From an optimization exercise on the open Yosys and OpenROAD flow, aimed at small area, a short achievable clock period and few clock cycles per item; shortcuts taken in it are not production practice.
Function was checked by simulation only, so behaviour that the tests miss may differ from the original.
Power and IR drop assume default switching activity.

--- config.mk ---
export PLATFORM = sky130hd
export DESIGN_NAME = bitmap_free_slot_finder
export DESIGN_NICKNAME = bitmap_free_slot_finder
export VERILOG_FILES = /design/flow/design.v
export SDC_FILE = /design/flow/constraint.sdc
export NUM_CORES = 4
export LEC_CHECK = 0
export CAP_MARGIN = 20
export CORE_MARGIN = 2
export CORE_UTILIZATION = 40
export SLEW_MARGIN = 20
--- constraint.sdc ---
create_clock -name core_clock -period 11.0 [get_ports {clk}]
set_input_delay 2.2000 -clock core_clock [delete_from_list [all_inputs] [get_ports {clk}]]
set_output_delay 2.2000 -clock core_clock [all_outputs]
set_load 0.01 [all_outputs]
--- design.v ---
`timescale 1ns / 1ps
package bfsf_pkg;
    localparam int WORD_BITS_DEF = 32;
    localparam int NUM_WORDS_DEF = 32;
    localparam int MODE_W     = 3;
    localparam int SLOT_W     = 10;
    localparam int RUN_W      = 11;
    localparam int STATUS_W   = 2;
    localparam int CFG_W      = 6;
    localparam int LEN_W      = RUN_W + 1;
    localparam int CFG_ADDR_W = 3;
    localparam int CFG_IDX_W  = CFG_ADDR_W - 2;
    localparam int APB_DATA_W = 32;
    localparam logic [CFG_W-1:0] WIU_RESET = CFG_W'(32);
    localparam logic [CFG_IDX_W-1:0] REG_WORDS_IN_USE = '0;
    localparam logic [MODE_W-1:0] MODE_SET   = 3'd0;
    localparam logic [MODE_W-1:0] MODE_CLEAR = 3'd1;
    localparam logic [MODE_W-1:0] MODE_TEST  = 3'd2;
    localparam logic [MODE_W-1:0] MODE_FIRST = 3'd3;
    localparam logic [MODE_W-1:0] MODE_RUN   = 3'd4;
    localparam logic [STATUS_W-1:0] STATUS_OK    = 2'd0;
    localparam logic [STATUS_W-1:0] STATUS_NONE  = 2'd1;
    localparam logic [STATUS_W-1:0] STATUS_RANGE = 2'd2;
    typedef struct packed {
        logic capture;
        logic clear_step;
        logic loc_step;
        logic acc_exec;
        logic scan_step;
        logic out_load;
    } bfsf_cmd_t;
    typedef struct packed {
        logic clear_last;
        logic search_skip;
        logic loc_hit;
        logic loc_oor;
        logic scan_hit;
        logic scan_last;
    } bfsf_stat_t;
endpackage
`timescale 1ns / 1ps
module bfsf_ram #(
    parameter int WIDTH = 32,
    parameter int DEPTH = 32,
    localparam int ADDR_W = (DEPTH > 1) ? $clog2(DEPTH) : 1
) (
    input  logic              clk,
    input  logic              we,
    input  logic [ADDR_W-1:0] waddr,
    input  logic [WIDTH-1:0]  wdata,
    input  logic [ADDR_W-1:0] raddr,
    output logic [WIDTH-1:0]  rdata
);
    logic [WIDTH-1:0] mem [DEPTH];
    always_ff @(posedge clk)
    begin
        if (we)
        begin
            mem[waddr] <= wdata;
        end
        rdata <= mem[raddr];
    end
endmodule
`timescale 1ns / 1ps
import bfsf_pkg::*;
module bfsf_datapath #(
    parameter int WORD_BITS = WORD_BITS_DEF,
    parameter int NUM_WORDS = NUM_WORDS_DEF
) (
    input  logic                clk,
    input  logic                rst_n,
    input  logic [CFG_W-1:0]    words_in_use,
    input  logic [MODE_W-1:0]   in_mode,
    input  logic [SLOT_W-1:0]   in_slot,
    input  logic [RUN_W-1:0]    in_run,
    input  bfsf_pkg::bfsf_cmd_t           cmd,
    output bfsf_pkg::bfsf_stat_t          stat,
    output logic [STATUS_W-1:0] out_status,
    output logic                out_bit,
    output logic [SLOT_W-1:0]   out_found
);
    localparam int ADDR_W = (NUM_WORDS > 1) ? $clog2(NUM_WORDS) : 1;
    localparam int CNT_W  = $clog2(NUM_WORDS + 1);
    localparam int BIT_W  = $clog2(WORD_BITS);
    localparam int BASE_W = $clog2(NUM_WORDS * WORD_BITS + 1);
    localparam int CMP_W  = (CNT_W > CFG_W) ? CNT_W : CFG_W;
    localparam int LOC_W  = ((BASE_W + 1) > SLOT_W) ? (BASE_W + 1) : SLOT_W;
    localparam int SUM_W  = ((BASE_W > LEN_W) ? BASE_W : LEN_W) + 1;
    logic [CNT_W-1:0]     w_reg, w_next;
    logic [BASE_W-1:0]    base_reg;
    logic [RUN_W-1:0]     carry_reg;
    logic [MODE_W-1:0]    mode_reg;
    logic [SLOT_W-1:0]    slot_reg;
    logic [RUN_W-1:0]     need_reg;
    logic [BIT_W-1:0]     bit_reg;
    logic [STATUS_W-1:0]  res_status_reg;
    logic                 res_bit_reg;
    logic [SLOT_W-1:0]    res_found_reg;
    logic [STATUS_W-1:0]  out_status_reg;
    logic                 out_bit_reg;
    logic [SLOT_W-1:0]    out_found_reg;
    logic [CMP_W-1:0]     wiu_ext;
    logic [CMP_W-1:0]     covered_wide;
    logic [CNT_W-1:0]     covered;
    logic [RUN_W-1:0]     in_need;
    logic                 in_access;
    logic                 in_search;
    logic [CNT_W-1:0]     w_plus;
    logic [BASE_W-1:0]    base_plus;
    logic [LOC_W-1:0]     base_hi;
    logic [LOC_W-1:0]     slot_off;
    logic                 loc_in_word;
    logic                 loc_oor;
    logic                 mem_we;
    logic [ADDR_W-1:0]    mem_raddr;
    logic [CNT_W-1:0]     raddr_sel;
    logic [WORD_BITS-1:0] mem_wdata;
    logic [WORD_BITS-1:0] mem_rdata;
    logic [WORD_BITS-1:0] bit_mask;
    logic                 occ_any [WORD_BITS];
    logic [BIT_W-1:0]     occ_pos [WORD_BITS];
    logic [LEN_W-1:0]     run_len [WORD_BITS];
    logic [WORD_BITS-1:0] hit_vec;
    logic                 hit_any;
    logic [BIT_W-1:0]     hit_pos;
    logic [SUM_W-1:0]     start_sum;
    assign wiu_ext      = CMP_W'(words_in_use);
    assign covered_wide = (wiu_ext > CMP_W'(NUM_WORDS)) ? CMP_W'(NUM_WORDS) : wiu_ext;
    assign covered      = covered_wide[CNT_W-1:0];
    assign in_need   = (in_mode == MODE_FIRST) ? RUN_W'(1) : in_run;
    assign in_access = (in_mode == MODE_SET) || (in_mode == MODE_CLEAR)
                    || (in_mode == MODE_TEST);
    assign in_search = (in_mode == MODE_FIRST) || (in_mode == MODE_RUN);
    assign w_plus    = w_reg + CNT_W'(1);
    assign base_plus = base_reg + BASE_W'(WORD_BITS);
    assign base_hi     = LOC_W'(base_reg) + LOC_W'(WORD_BITS);
    assign slot_off    = LOC_W'(slot_reg) - LOC_W'(base_reg);
    assign loc_in_word = LOC_W'(slot_reg) < base_hi;
    assign loc_oor     = (w_reg == covered);
    assign raddr_sel = cmd.scan_step ? w_plus : w_reg;
    assign mem_raddr = raddr_sel[ADDR_W-1:0];
    assign bit_mask  = WORD_BITS'(1) << bit_reg;
    assign mem_we    = cmd.clear_step
                    || (cmd.acc_exec && ((mode_reg == MODE_SET) || (mode_reg == MODE_CLEAR)));
    always_comb
    begin
        if (cmd.clear_step)
        begin
            mem_wdata = '0;
        end
        else if (mode_reg == MODE_SET)
        begin
            mem_wdata = mem_rdata | bit_mask;
        end
        else
        begin
            mem_wdata = mem_rdata & ~bit_mask;
        end
    end
    bfsf_ram #(
        .WIDTH (WORD_BITS),
        .DEPTH (NUM_WORDS)
    ) u_map (
        .clk   (clk),
        .we    (mem_we),
        .waddr (w_reg[ADDR_W-1:0]),
        .wdata (mem_wdata),
        .raddr (mem_raddr),
        .rdata (mem_rdata)
    );
    always_comb
    begin
        for (int b = 0; b < WORD_BITS; b++)
        begin
            occ_any[b] = 1'b0;
            occ_pos[b] = '0;
            for (int j = 0; j <= b; j++)
            begin
                if (mem_rdata[j])
                begin
                    occ_any[b] = 1'b1;
                    occ_pos[b] = BIT_W'(j);
                end
            end
            if (mem_rdata[b])
            begin
                run_len[b] = '0;
            end
            else if (occ_any[b])
            begin
                run_len[b] = LEN_W'(b) - LEN_W'(occ_pos[b]);
            end
            else
            begin
                run_len[b] = LEN_W'(carry_reg) + LEN_W'(b + 1);
            end
            hit_vec[b] = !mem_rdata[b] && (run_len[b] >= LEN_W'(need_reg));
        end
        hit_any = 1'b0;
        hit_pos = '0;
        for (int b = WORD_BITS - 1; b >= 0; b--)
        begin
            if (hit_vec[b])
            begin
                hit_any = 1'b1;
                hit_pos = BIT_W'(b);
            end
        end
    end
    assign start_sum = SUM_W'(base_reg) + SUM_W'(hit_pos) + SUM_W'(1) - SUM_W'(need_reg);
    always_comb
    begin
        stat.clear_last  = (w_reg == CNT_W'(NUM_WORDS - 1));
        stat.search_skip = (in_need == '0) || (covered == '0);
        stat.loc_hit     = !loc_oor && loc_in_word;
        stat.loc_oor     = loc_oor;
        stat.scan_hit    = hit_any;
        stat.scan_last   = (w_plus == covered);
    end
    always_comb
    begin
        w_next = w_reg;
        if (cmd.capture)
        begin
            w_next = '0;
        end
        else if (cmd.clear_step)
        begin
            w_next = w_plus;
        end
        else if (cmd.loc_step && !loc_oor && !loc_in_word)
        begin
            w_next = w_plus;
        end
        else if (cmd.scan_step && !hit_any)
        begin
            w_next = w_plus;
        end
    end
    always_ff @(posedge clk or negedge rst_n)
    begin
        if (!rst_n)
        begin
            w_reg <= '0;
        end
        else
        begin
            w_reg <= w_next;
        end
    end
    always_ff @(posedge clk)
    begin
        if (cmd.capture)
        begin
            mode_reg      <= in_mode;
            slot_reg      <= in_slot;
            need_reg      <= in_need;
            base_reg      <= '0;
            carry_reg     <= '0;
            res_bit_reg   <= 1'b0;
            res_found_reg <= '0;
            if (in_access)
            begin
                res_status_reg <= STATUS_RANGE;
            end
            else if (in_search)
            begin
                res_status_reg <= STATUS_NONE;
            end
            else
            begin
                res_status_reg <= STATUS_OK;
            end
        end
        if (cmd.loc_step)
        begin
            if (!loc_oor && !loc_in_word)
            begin
                base_reg <= base_plus;
            end
            bit_reg <= slot_off[BIT_W-1:0];
        end
        if (cmd.acc_exec)
        begin
            res_status_reg <= STATUS_OK;
            if (mode_reg == MODE_TEST)
            begin
                res_bit_reg <= mem_rdata[bit_reg];
            end
        end
        if (cmd.scan_step)
        begin
            if (hit_any)
            begin
                res_status_reg <= STATUS_OK;
                res_found_reg  <= start_sum[SLOT_W-1:0];
            end
            else
            begin
                base_reg  <= base_plus;
                carry_reg <= run_len[WORD_BITS-1][RUN_W-1:0];
            end
        end
        if (cmd.out_load)
        begin
            out_status_reg <= res_status_reg;
            out_bit_reg    <= res_bit_reg;
            out_found_reg  <= res_found_reg;
        end
    end
    assign out_status = out_status_reg;
    assign out_bit    = out_bit_reg;
    assign out_found  = out_found_reg;
endmodule
`timescale 1ns / 1ps
import bfsf_pkg::*;
module bfsf_ctrl (
    input  logic              clk,
    input  logic              rst_n,
    input  logic              in_valid,
    input  logic [MODE_W-1:0] in_mode,
    output logic              in_ready,
    output logic              out_valid,
    input  logic              out_ready,
    input  bfsf_pkg::bfsf_stat_t        stat,
    output bfsf_pkg::bfsf_cmd_t         cmd
);
    typedef enum logic [6:0] {
        ST_CLEAR  = 7'b0000001,
        ST_IDLE   = 7'b0000010,
        ST_LOCATE = 7'b0000100,
        ST_ACCESS = 7'b0001000,
        ST_PRIME  = 7'b0010000,
        ST_SCAN   = 7'b0100000,
        ST_RESULT = 7'b1000000
    } state_t;
    state_t state_reg, state_next;
    logic   out_valid_reg, out_valid_next;
    always_comb
    begin
        state_next     = state_reg;
        cmd            = '0;
        in_ready       = 1'b0;
        out_valid_next = out_valid_reg;
        if (out_valid_reg && out_ready)
        begin
            out_valid_next = 1'b0;
        end
        case (state_reg)
            ST_CLEAR:
            begin
                cmd.clear_step = 1'b1;
                if (stat.clear_last)
                begin
                    state_next = ST_IDLE;
                end
            end
            ST_IDLE:
            begin
                in_ready = 1'b1;
                if (in_valid)
                begin
                    cmd.capture = 1'b1;
                    if ((in_mode == MODE_SET) || (in_mode == MODE_CLEAR) || (in_mode == MODE_TEST))
                    begin
                        state_next = ST_LOCATE;
                    end
                    else if (((in_mode == MODE_FIRST) || (in_mode == MODE_RUN)) && !stat.search_skip)
                    begin
                        state_next = ST_PRIME;
                    end
                    else
                    begin
                        state_next = ST_RESULT;
                    end
                end
            end
            ST_LOCATE:
            begin
                cmd.loc_step = 1'b1;
                if (stat.loc_oor)
                begin
                    state_next = ST_RESULT;
                end
                else if (stat.loc_hit)
                begin
                    state_next = ST_ACCESS;
                end
            end
            ST_ACCESS:
            begin
                cmd.acc_exec = 1'b1;
                state_next   = ST_RESULT;
            end
            ST_PRIME:
            begin
                state_next = ST_SCAN;
            end
            ST_SCAN:
            begin
                cmd.scan_step = 1'b1;
                if (stat.scan_hit || stat.scan_last)
                begin
                    state_next = ST_RESULT;
                end
            end
            ST_RESULT:
            begin
                if (!out_valid_reg || out_ready)
                begin
                    cmd.out_load   = 1'b1;
                    out_valid_next = 1'b1;
                    state_next     = ST_IDLE;
                end
            end
            default:
            begin
                state_next = ST_IDLE;
            end
        endcase
    end
    always_ff @(posedge clk or negedge rst_n)
    begin
        if (!rst_n)
        begin
            state_reg     <= ST_CLEAR;
            out_valid_reg <= 1'b0;
        end
        else
        begin
            state_reg     <= state_next;
            out_valid_reg <= out_valid_next;
        end
    end
    assign out_valid = out_valid_reg;
endmodule
`timescale 1ns / 1ps
import bfsf_pkg::*;
module bitmap_free_slot_finder #(
    parameter int WORD_BITS = WORD_BITS_DEF,
    parameter int NUM_WORDS = NUM_WORDS_DEF
) (
    input  logic                  clk,
    input  logic                  rst_n,
    input  logic                  psel,
    input  logic                  penable,
    input  logic                  pwrite,
    input  logic [CFG_ADDR_W-1:0] paddr,
    input  logic [APB_DATA_W-1:0] pwdata,
    output logic [APB_DATA_W-1:0] prdata,
    output logic                  pready,
    input  logic                  req_valid,
    output logic                  req_ready,
    input  logic [MODE_W-1:0]     req_mode,
    input  logic [SLOT_W-1:0]     req_slot_index,
    input  logic [RUN_W-1:0]      req_run_length,
    output logic                  rsp_valid,
    input  logic                  rsp_ready,
    output logic [STATUS_W-1:0]   rsp_status,
    output logic                  rsp_bit_value,
    output logic [SLOT_W-1:0]     rsp_found_slot
);
    logic [CFG_W-1:0] wiu_reg, wiu_next;
    logic             reg_sel;
    logic             cfg_wr;
    bfsf_pkg::bfsf_cmd_t        cmd;
    bfsf_pkg::bfsf_stat_t       stat;
    assign pready  = 1'b1;
    assign reg_sel = (paddr[CFG_ADDR_W-1:2] == REG_WORDS_IN_USE);
    assign cfg_wr  = psel && penable && pwrite && pready && reg_sel;
    assign prdata  = reg_sel ? APB_DATA_W'(wiu_reg) : '0;
    always_comb
    begin
        wiu_next = wiu_reg;
        if (cfg_wr)
        begin
            wiu_next = pwdata[CFG_W-1:0];
        end
    end
    always_ff @(posedge clk or negedge rst_n)
    begin
        if (!rst_n)
        begin
            wiu_reg <= WIU_RESET;
        end
        else
        begin
            wiu_reg <= wiu_next;
        end
    end
    bfsf_ctrl u_ctrl (
        .clk       (clk),
        .rst_n     (rst_n),
        .in_valid  (req_valid),
        .in_mode   (req_mode),
        .in_ready  (req_ready),
        .out_valid (rsp_valid),
        .out_ready (rsp_ready),
        .stat      (stat),
        .cmd       (cmd)
    );
    bfsf_datapath #(
        .WORD_BITS (WORD_BITS),
        .NUM_WORDS (NUM_WORDS)
    ) u_datapath (
        .clk          (clk),
        .rst_n        (rst_n),
        .words_in_use (wiu_reg),
        .in_mode      (req_mode),
        .in_slot      (req_slot_index),
        .in_run       (req_run_length),
        .cmd          (cmd),
        .stat         (stat),
        .out_status   (rsp_status),
        .out_bit      (rsp_bit_value),
        .out_found    (rsp_found_slot)
    );
endmodule
--- run.sh ---
#!/bin/bash
# synth_recipe.tcl (not shown) runs the flow's synth.tcl, then flattens the netlist and writes it again
# the make line also repeats each setting of config.mk as NAME=value (left out here)
make -C /OpenROAD-flow-scripts/flow DESIGN_CONFIG=/design/flow/config.mk WORK_HOME=/design/flow/orfs CLKGATE_MAP_FILE= SYNTH_SCRIPT=/design/flow/synth_recipe.tcl finish
==> impl_results.html <==
<table>
<tr><th>Metric</th><th>Value</th></tr>
<tr><th colspan="2">Detailed routing</th></tr>
<tr><td>Number of remaining DRC errors</td><td>0</td></tr>
<tr><td>Antenna Nets Post-Route</td><td>0</td></tr>
<tr><td>Overall routed net length</td><td>187000 um</td></tr>
<tr><td>Detailed Routing Iterations Pass 1</td><td>6</td></tr>
<tr><td>Initial detailed-routing violation count</td><td>4492</td></tr>
<tr><td>Detailed-route via count</td><td>39.9k</td></tr>
<tr><td>Post-detailed-route via-to-cell ratio</td><td>5.97</td></tr>
<tr><td>Post-detailed-route wirelength per cell</td><td>28.0 um</td></tr>
<tr><th colspan="2">Yosys</th></tr>
<tr><td>Distinct cell type count after synthesis</td><td>89</td></tr>
<tr><td>Count of flip-flops with a built-in enable after synthesis</td><td>1071</td></tr>
<tr><td>Synthesized-area fraction occupied by adder cells</td><td>0.0894</td></tr>
<tr><td>Number of register bits inferred by synthesis</td><td>1153</td></tr>
<tr><td>Sequential area share after synthesis</td><td>0.552</td></tr>
<tr><td>Post-synthesis cell count</td><td>4478</td></tr>
<tr><td>Synth async-reset ratio</td><td>0.0173</td></tr>
<tr><td>Most used flip-flop cell after synthesis</td><td>sky130_fd_sc_hd__edfxtp_1</td></tr>
<tr><td>Share of the synthesized area in compound gates (AO/OA/AOI/OAI)</td><td>0.0812</td></tr>
<tr><td>Total number of yosys warnings</td><td>7</td></tr>
<tr><td>Simple-gate area share of the yosys netlist</td><td>0.0845</td></tr>
<tr><td>Cell area after synthesis</td><td>61400 um2</td></tr>
<tr><td>Combinational family with the most area after synthesis</td><td>multiplexers</td></tr>
<tr><td>Avg Cell Area, Syn</td><td>13.7 um2</td></tr>
<tr><td>Synth Area in XOR/XNOR</td><td>0.0338</td></tr>
<tr><td>Mux contribution to synthesized area</td><td>0.135</td></tr>
<tr><th colspan="2">Floorplanning</th></tr>
<tr><td>Die Width</td><td>396 um</td></tr>
<tr><td>Number of placement rows</td><td>143</td></tr>
<tr><td>Area inside the core boundary</td><td>152000 um2</td></tr>
<tr><td>I/O pin count</td><td>114</td></tr>
<tr><td>Initial Utilization</td><td>0.403</td></tr>
<tr><td>Die area</td><td>157000 um2</td></tr>
<tr><td>Floorplan die height</td><td>396 um</td></tr>
<tr><th colspan="2">STA</th></tr>
<tr><td>Number of pins with negative max-slew slack in the final report</td><td>0</td></tr>
<tr><td>Achievable Freq</td><td>0.0993 GHz</td></tr>
<tr><td>Measured slew at the worst slew-check pin</td><td>1070 ps</td></tr>
<tr><td>Setup TNS</td><td>0 ps</td></tr>
<tr><td>Relative slew slack</td><td>0.276</td></tr>
<tr><td>Unrepaired setup endpoints after global routing</td><td>false</td></tr>
<tr><td>Final setup viols</td><td>0</td></tr>
<tr><td>Final min period</td><td>10070 ps</td></tr>
<tr><td>Final-report hold violation count</td><td>0</td></tr>
<tr><td>Clk_skew</td><td>32.5 ps</td></tr>
<tr><td>Final period utilization</td><td>0.916</td></tr>
<tr><th colspan="2">Critical path</th></tr>
<tr><td>Setup slack on the worst flop-to-flop path</td><td>930 ps</td></tr>
<tr><td>Largest stage delay on the critical path</td><td>760 ps</td></tr>
<tr><td>Top delay family on crit path</td><td>compound AO/OA/AOI/OAI gates</td></tr>
<tr><td>Kind of capture point of the worst setup path</td><td>flop</td></tr>
<tr><td>Max FO, Critical Path</td><td>9</td></tr>
<tr><td>Path type of the worst setup path</td><td>reg2reg</td></tr>
<tr><td>Kind of start point of the critical path</td><td>flop</td></tr>
<tr><td>Arrival time worst endpoint</td><td>10650 ps</td></tr>
<tr><td>Max stage delay cell, worst path</td><td>sky130_fd_sc_hd__nor4_1</td></tr>
<tr><td>Number of buffer and inverter instances along the worst setup path</td><td>1</td></tr>
<tr><td>Required arrival time at the worst endpoint</td><td>11580 ps</td></tr>
<tr><th colspan="2">Final layout</th></tr>
<tr><td>Share of post-route cells with drive strength above 1</td><td>0.177</td></tr>
<tr><td>Register containing the most flip-flops in the final layout</td><td>u_datapath.u_map.mem</td></tr>
<tr><td>Utilization of the core after routing</td><td>0.453</td></tr>
<tr><td>Largest register FFs</td><td>1024</td></tr>
<tr><td>Leading cell type in the layout, fill and taps excluded</td><td>sky130_fd_sc_hd__edfxtp_1</td></tr>
<tr><td>Layout Nets</td><td>5069</td></tr>
<tr><td>Area growth from synthesis to layout</td><td>12.2%</td></tr>
<tr><td>Filler Cells Inserted</td><td>13.4k</td></tr>
<tr><td>Biggest regs</td><td>u_datapath.u_map.mem (1024), u_datapath.u_map.rdata (32)</td></tr>
<tr><td>Leading cell types in the layout, fill and taps excluded</td><td>sky130_fd_sc_hd__edfxtp_1, sky130_fd_sc_hd__ha_1, sky130_fd_sc_hd__mux4_2</td></tr>
<tr><th colspan="2">Global route</th></tr>
<tr><td>Vias in the first global route</td><td>38.9k</td></tr>
<tr><td>Largest net degree at the start of global routing</td><td>122</td></tr>
<tr><td>Antenna violations before repair</td><td>6</td></tr>
<tr><td>Wire length of the first global-routing pass</td><td>272000 um</td></tr>
<tr><td>Global route overflow</td><td>0</td></tr>
<tr><td>Overall global routing resource usage</td><td>0.236</td></tr>
<tr><th colspan="2">Clocking</th></tr>
<tr><td>TritonCTS sink count</td><td>1153</td></tr>
<tr><td>Total setup buffers inserted after CTS</td><td>0</td></tr>
<tr><td>Number of buffers on the longest clock path</td><td>3</td></tr>
<tr><td>Clock buffers created by TritonCTS</td><td>112</td></tr>
<tr><td>H-tree depth</td><td>3</td></tr>
<tr><td>Hold-fix buffers, CTS</td><td>0</td></tr>
<tr><td>Clock latency at the later pin of the worst-skew pair</td><td>710 ps</td></tr>
<tr><td>CTS tree</td><td>built</td></tr>
<tr><td>CTS Root Cell</td><td>sky130_fd_sc_hd__clkbuf_16</td></tr>
<tr><td>Clock transition time at the flip-flop clock pins of the worst setup and hold paths</td><td>60 ps</td></tr>
<tr><td>Number of gates resized after cts</td><td>0</td></tr>
<tr><th colspan="2">Power and ir drop</th></tr>
<tr><td>Worst vdd ir</td><td>153 uV</td></tr>
<tr><td>Pwr/cell area</td><td>182 nW/um2</td></tr>
<tr><td>LEAKAGE</td><td>0.0243 uW</td></tr>
<tr><th colspan="2">Placed design</th></tr>
<tr><td>Gpl congestion</td><td>0.984</td></tr>
<tr><td>PortBufs</td><td>58</td></tr>
<tr><td>Placed wire-length estimate</td><td>116000 um</td></tr>
<tr><th colspan="2">Run</th></tr>
<tr><td>MaxCap Viol Count</td><td>0</td></tr>
<tr><th colspan="2">Min path</th></tr>
<tr><td>Hold WC Path Type</td><td>reg2reg</td></tr>
<tr><th colspan="2">Run status</th></tr>
<tr><td>Result of the run</td><td>no timing/DRC/antenna violations</td></tr>
</table>
[synth_stat cells (12+ instances only)]
master,n,area [um2]
sky130_fd_sc_hd__nor4_1,23,144
sky130_fd_sc_hd__buf_4,27,203
sky130_fd_sc_hd__o211ai_1,14,105
sky130_fd_sc_hd__a21o_1,65,488
sky130_fd_sc_hd__mux2i_1,37,370
sky130_fd_sc_hd__clkbuf_1,190,713
sky130_fd_sc_hd__a21oi_1,297,1490
sky130_fd_sc_hd__nand4_1,26,163
sky130_fd_sc_hd__dfrtp_1,18,450
sky130_fd_sc_hd__ha_1,429,5370
sky130_fd_sc_hd__nand3_1,71,355
sky130_fd_sc_hd__xor2_1,91,797
sky130_fd_sc_hd__and3_1,19,119
sky130_fd_sc_hd__nor2_1,366,1370
sky130_fd_sc_hd__buf_1,36,135
sky130_fd_sc_hd__o31ai_1,14,105
sky130_fd_sc_hd__a211oi_1,42,315
sky130_fd_sc_hd__o2111ai_1,12,105
sky130_fd_sc_hd__dfxtp_1,62,1240
sky130_fd_sc_hd__mux2_2,42,473
sky130_fd_sc_hd__xnor2_1,146,1280
sky130_fd_sc_hd__edfxtp_1,1071,32200
sky130_fd_sc_hd__buf_2,15,75.1
sky130_fd_sc_hd__or2_2,17,106
sky130_fd_sc_hd__a2111oi_0,15,131
sky130_fd_sc_hd__mux4_2,330,7430
sky130_fd_sc_hd__a221oi_1,13,114
sky130_fd_sc_hd__nand2b_1,49,307
sky130_fd_sc_hd__or3_1,34,213
sky130_fd_sc_hd__nor3_1,56,280
sky130_fd_sc_hd__o21a_1,14,105
sky130_fd_sc_hd__inv_1,88,330
sky130_fd_sc_hd__a31oi_1,33,206
sky130_fd_sc_hd__and2_1,23,144
sky130_fd_sc_hd__nand2_1,275,1030
sky130_fd_sc_hd__o21ai_0,172,861
sky130_fd_sc_hd__nor2b_1,56,350
[area by class of cell]
class | instances | area, um2 | area share
clock buffers | 140 | 2950 | 0.0428
well taps | 2030 | 2540 | 0.0369
flip-flops and latches | 1153 | 33900 | 0.492
inverters | 93 | 349 | 0.00507
clock inverters | 69 | 639 | 0.00928
repair buffers | 219 | 1830 | 0.0266
diodes | 2 | 5.00 | 0.0000726
multi-input cells | 2989 | 26700 | 0.387
[where the power goes]
group / leakage (uW) / switching, uW / internal (uW)
clock network: 0.00177 / 1620 / 2140
registers: 0.0104 / 139 / 5210
logic: 0.0121 / 2100 / 1370
total: 0.0243 / 3860 / 8710
[cell families (layout without fill, tap and decap cells)]
kind of cell,count (synthesis),in the layout
AOI/OAI and AO/OA,801,801
xor gates and xnor gates,237,237
adders and majority gates,435,435
buffers and inverters,361,521
DFF,1153,1153
muxes,409,409
other,2,29
and+or+nand+nor,1080,1080
[worst paths after layout]
path	cells past startpoint	start	end
min reg2reg	0	u_datapath.res_found_reg[7]	u_datapath.out_found_reg[7]
max	32	u_datapath.u_map.rdata[5]	u_datapath.res_found_reg[8]
max reg2reg	32	u_datapath.u_map.rdata[5]	u_datapath.res_found_reg[8]
min in group asynchronous	1	rst_n	u_ctrl.out_valid_reg
min	0	u_datapath.res_found_reg[7]	u_datapath.out_found_reg[7]
max in group asynchronous	1	rst_n	u_ctrl.state_reg[6]
[routing by layer]
layer / global-route usage / part of all wire / vias up
li1: - / - / 17519
met1: 0.312 / 0.40 / 20265
met2: 0.391 / 0.48 / 1724
met3: 0.0331 / 0.075 / 439
met4: 0.0936 / 0.044 / 2
met5: 0 / 0.000069 / -
[metrics by stage]
stage               area (um2)  worst slack, ps  hold WS (ps)  std cells  power [uW]
finish                   68900              929           428       6695       12600
global route             68900              593           452       6693       13100
CTS                      68800             1180           431       6693       12600
detailed placement       65200             1190           416       6484        8860
global placement         65200             1230           419       6483        8800
floorplan                61500             3210           408       4503        7910
Testbench counts, summed over its fixed seeds: cycles 126,463, items 9,600.

==> afterwards: timing with drivers on the ports <==
The flow's constraints put no driver on any port. The routed layout listed below was extracted and timed again, unchanged, in two steps. Step 1 assumes that a clkbuf_16 drives the clock port and a buf_2 every other input. Step 2 adds t to the input delays and takes it off the output delays; t is the mean of the earliest and latest rising clock arrival at the registers after step 1. Input paths then give back, and output paths get back, about the clock's delay inside the block. Slacks: ideal / step 1 / step 2; pairs: ideal / step 1.
t, ns: 0.760
setup slack, ns: 0.929 / 0.929 / 0.929
slew at the worst register clock pin (ns): 0.07 / 0.07
worst slew at a driven data input, ns: 0.05
pins driven straight from the clock port: 1
After both steps this run still meets setup and hold. The setup slack of this run moves by 0.000 ns with the drivers and by 0.000 ns with both steps.
